What follows belongs to an exercise in optimizing a design on an open flow for small area, a short achievable clock period and few clock cycles per item; a production flow would make more cautious choices.
RTL that was checked went through simulation tests only; none was proved equivalent to the original.

== run K ==
## alu_iter
module alu_iter #(
    parameter int XLEN = 32
) (
    input  logic            clk,
    input  logic            rst,
    input  logic            in_valid,
    output logic            in_ready,
    input  logic [XLEN-1:0] read_data1,
    input  logic [XLEN-1:0] read_data2,
    input  logic [XLEN-1:0] imm,
    input  logic            ALUSrc,
    input  logic [1:0]      ALUOp,
    input  logic [2:0]      funct3,
    input  logic [6:0]      funct7,
    output logic            out_valid,
    input  logic            out_ready,
    output logic [XLEN-1:0] ALU_result,
    output logic            zero,
    output logic            illegal
);
    logic [2:0]  ph_q;           
    logic        out_valid_q;
    logic        illegal_q;
    logic [31:0] lo_q;           
    logic [31:0] hi_q;           
    logic [4:0]  cnt_q;          
    logic        pb_q;           
    logic [31:0] op_a, op_b;
    assign op_a = read_data1;
    assign op_b = ALUSrc ? imm : read_data2;
    logic is_r, is_i, base_tab, alt, md;
  ...
Size: ~2,500 cells after synthesis.
Settings: LEC_CHECK=0, CAP_MARGIN=20, CORE_MARGIN=2, CORE_UTILIZATION=40, SLEW_MARGIN=20; clock period 8.0 ns.
run.sh (not shown) runs the stock make flow with config.mk's settings and CLKGATE_MAP_FILE= SYNTH_SCRIPT=/design/flow/synth_recipe.tcl, a recipe that flattens the netlist after the stock synthesis.
Changes in run Z relative to run K:
--- a/flow/config.mk
+++ b/flow/config.mk
@@ -10,0 +11 @@
+export SETUP_SLACK_MARGIN = 2.5
[summary]
- Re max-slew violation total from the final report: no difference whatsoever between run K and run Z.
- Met3 layer wire length in the routed design (run Z vs. run K) increases by more than a quarter
- Delta (run Z minus run K): worst slew margin relative to its limit moved up.
Function was not checked in any run of this note: the RTL went through the layout flow alone.


== purple ==
alu_iter, a different RTL version from the one above (not shown whole).
Size: about 3000 cells after synthesis, about 150 flip-flops, roughly 150 I/O pins, about 23000 um2 of cells after synthesis.
clock: 8.0 ns
lec_check: 0
cap_margin: 20
core_margin: 2
core_utilization: 40
setup_slack_margin: 4.0
slew_margin: 20
Testbench counts of purple, summed over its fixed seeds: cycles 54,217, items 16,000.
Changes in red relative to purple:
- SETUP_SLACK_MARGIN changed from 4.0 to 3.0
Results
Against purple as the reference, red delivers a lower final cell area excluding filler cells.
For the total buffers and inverters traversed by the critical path, red came in 2 lower than purple did.
Vias after detailed routing: red lower than purple
purple vs red, slowest cell on the critical path: sky130_fd_sc_hd__edfxtp_1 vs sky130_fd_sc_hd__fa_1
Looking at red and purple, the per-cell routed wire length is a wash.


== P ==
Another version of the RTL of alu_iter (not shown whole).
Size: ~3000 cells after synthesis, about 180 flip-flops, ~150 I/O pins.
clock: 8.0 ns
lec_check: 0
cap_margin: 20
core_margin: 2
core_utilization: 40
setup_slack_margin: 3.0
slew_margin: 20
tns_end_percent: 1
P went all the way through the flow, and no timing, DRC or antenna check failed.
Testbench counts of P, summed over its fixed seeds: cycles 54,217, items 16,000.
Inputs modified between P and T:
- SETUP_SLACK_MARGIN now 3.5, was 3.0
- TNS_END_PERCENT now 5, was 1
Notes after the runs:
Changes observed in T relative to P: share of the clock period used by the worst path has decreased; post-layout utilization of the core up 4.8 points; least setup slack across all paths after layout has increased. Looking only at post-route minimum period, and setting everything else aside, the higher value of P and T goes to P. The cell area in P is 0.907 times that in T. Looking at via count of the first global-routing pass across P and T, the one that comes out higher is T. [compare] base=P new=T: met2 routed wirelength went up 8.0%; placed cell count held.


Setup of exp/indigo:
alu_iter again, from the RTL that the note above started with.
clock: 8.0 ns
lec_check: 0
cap_margin: 20
core_margin: 2
core_utilization: 40
setup_slack_margin: 3.0
slew_margin: 20
Both conditions hold for exp/indigo: the flow ran to the end and the final layout passed the timing, DRC and antenna checks.
Testbench counts of exp/indigo, summed over its fixed seeds: cycles 54,217, items 16,000.
### exp/indigo -> exp/quartz
- an added TNS_END_PERCENT of 5
Findings:
A start-to-end type of the worst setup path of primary input to flip-flop is what exp/quartz shows, while flip-flop to flip-flop belongs to exp/indigo.
Across both runs, layout buffering overhead excluding clock cells was lower for exp/quartz than for exp/indigo.
Re cell area: exp/indigo was higher than exp/quartz.
exp/indigo → exp/quartz: routed wire length shrank by 5800 µm, post-route worst setup slack moved down.
Setup changes, exp/quartz to exp/pepper
- removing TNS_END_PERCENT (formerly 5)
- changing SETUP_SLACK_MARGIN from 3.0 to 3.5
--- outcome ---
Taking exp/quartz as 1.0, exp/pepper lands at 1.12 on wire length. exp/pepper — number of logic stages on the critical path including buffering 4.5% lower, exp/quartz as reference. exp/quartz -> exp/pepper: via count of the first global-routing pass increased by a few percent. The relative area change from synthesis to final layout of exp/pepper is higher than that of exp/quartz. exp/pepper and exp/quartz ended up with nearly the same total instance count after detailed placement. Side by side, detailed-routing iteration count for the pre-antenna-repair pass turned out higher in exp/pepper than in exp/quartz.
Inputs modified between exp/pepper and exp/umber:
- SETUP_SLACK_MARGIN: 3.5 -> 2.5
--- outcome ---
Looking at critical path capture point, the hi_q[26]$_DFFE_PP_ result is from exp/pepper; the hi_q[27]$_DFFE_PP_ one comes from exp/umber. Area growth from synthesis to layout in exp/umber is 17 points below exp/pepper. Summary of exp/umber over exp/pepper: met3 wirelength from detailed routing dropped 9.2%, multi-input gate share of the layout cell area climbed 2.6 points. Summary of exp/umber over exp/pepper: core utilization fell by 6.9 points, met1 routing resource usage after global routing fell by 3.5 points. exp/umber vs. exp/pepper: overall routing resource usage dropped 3.5 points, number of buffers outside the clock class in the layout moved down.


== wip/fjord ==
alu_iter, a different RTL version from the one above (not shown whole).
Size in the first run: about 3000 cells after synthesis, ~180 flip-flops, ~150 I/O pins.
clock: 8.0 ns
lec_check: 0
cap_margin: 20
core_margin: 2
core_utilization: 55
place_density: 0.7
setup_slack_margin: 3.0
slew_margin: 20
Testbench counts of wip/fjord, summed over its fixed seeds: cycles 54,217, items 16,000.
> inputs changed (wip/fjord -> wip/garnet)
- an added TNS_END_PERCENT of 5
- a deleted PLACE_DENSITY that had been 0.7
- a change of CORE_UTILIZATION from 55 to 40
Findings:
Taking wip/fjord as the reference, in wip/garnet routed wire length shows an increase of 990 um; actual slew at the worst max-slew pin decreased 0.042 ns.
Sequential share of layout area was lower in wip/fjord than in wip/garnet.
The inputs of wip/harbor differ from those of wip/garnet as listed below.
- clearing TNS_END_PERCENT, which used to be 5
Results
Reported for wip/garnet and wip/harbor, total clock buffers created by CTS turned out identical to the last digit. Looking at footprint of the multi-input gates, wip/harbor sits 1.4% higher than wip/garnet does. As far as fmax is concerned, wip/harbor and wip/garnet perform about the same. Endpoint of the most critical setup path = lo_q[4]: wip/garnet; endpoint of the most critical setup path = lo_q[9]: wip/harbor. wip/garnet and wip/harbor ended up with nearly the same instance area after placement. sky130_fd_sc_hd__mux2i_1 as the slowest library cell on the worst path was reported by wip/harbor, and sky130_fd_sc_hd__nor3_2 by wip/garnet. Compared to wip/garnet, wip/harbor has critical path depth 1 lower.

re-timing with driven ports:
The flow's constraints put no driver on any port. The routed layouts listed below were extracted and timed again, unchanged, in two steps.
Step 1: set_driving_cell puts a clkbuf_16 on clk and a buf_2 on each other input, an assumption about the parent block.
Step 2 times the ports against the registers' clock, not the clock port: input delays grow and output delays shrink by t, the midpoint of the rising clock arrivals with the driver on.
a / b / c = ideal / step 1 / step 2; a / b = the first two.
run | t, ns | setup slack, ns | worst hold slack (ns) | clock arrival spread, ns | slew at the worst register clock pin (ns)
run K | 0.428 | 0.210 / 0.240 / -0.188 | 0.729 / 0.729 / 0.729 | 0.013 / 0.013 | 0.08 / 0.08
run Z | 0.455 | 0.967 / 0.995 / 0.540 | 0.684 / 0.684 / 0.684 | 0.011 / 0.012 | 0.08 / 0.08
purple | 0.567 | 2.890 / 2.890 / 2.890 | 0.556 / 0.556 / 0.556 | 0.020 / 0.020 | 0.08 / 0.08
red | 0.556 | 2.776 / 2.776 / 2.756 | 0.555 / 0.555 / 0.555 | 0.024 / 0.024 | 0.09 / 0.09
P | 0.581 | 2.844 / 2.844 / 2.369 | 0.546 / 0.546 / 0.546 | 0.019 / 0.020 | 0.09 / 0.09
T | 0.579 | 3.026 / 3.026 / 2.679 | 0.542 / 0.542 / 0.542 | 0.017 / 0.017 | 0.09 / 0.09
exp/indigo | 0.587 | 3.013 / 2.976 / 2.578 | 0.566 / 0.566 / 0.566 | 0.016 / 0.016 | 0.08 / 0.08
exp/quartz | 0.585 | 2.913 / 2.893 / 2.369 | 0.546 / 0.546 / 0.546 | 0.024 / 0.024 | 0.09 / 0.09
exp/pepper | 0.579 | 3.109 / 3.109 / 2.656 | 0.568 / 0.568 / 0.568 | 0.014 / 0.013 | 0.08 / 0.08
exp/umber | 0.577 | 2.564 / 2.564 / 2.192 | 0.545 / 0.545 / 0.545 | 0.020 / 0.021 | 0.09 / 0.09
wip/fjord | 0.548 | 2.788 / 2.788 / 2.788 | 0.558 / 0.558 / 0.558 | 0.019 / 0.019 | 0.09 / 0.09
wip/garnet | 0.579 | 2.833 / 2.833 / 2.717 | 0.546 / 0.546 / 0.546 | 0.026 / 0.026 | 0.10 / 0.10
wip/harbor | 0.553 | 2.826 / 2.826 / 2.692 | 0.546 / 0.546 / 0.546 | 0.024 / 0.024 | 0.10 / 0.10
With both steps, setup timing fails in run K, where it was met with ideal ports. For exp/quartz, which loses most, drivers alone change the setup slack by -0.020 ns; drivers and shift together by -0.544 ns.
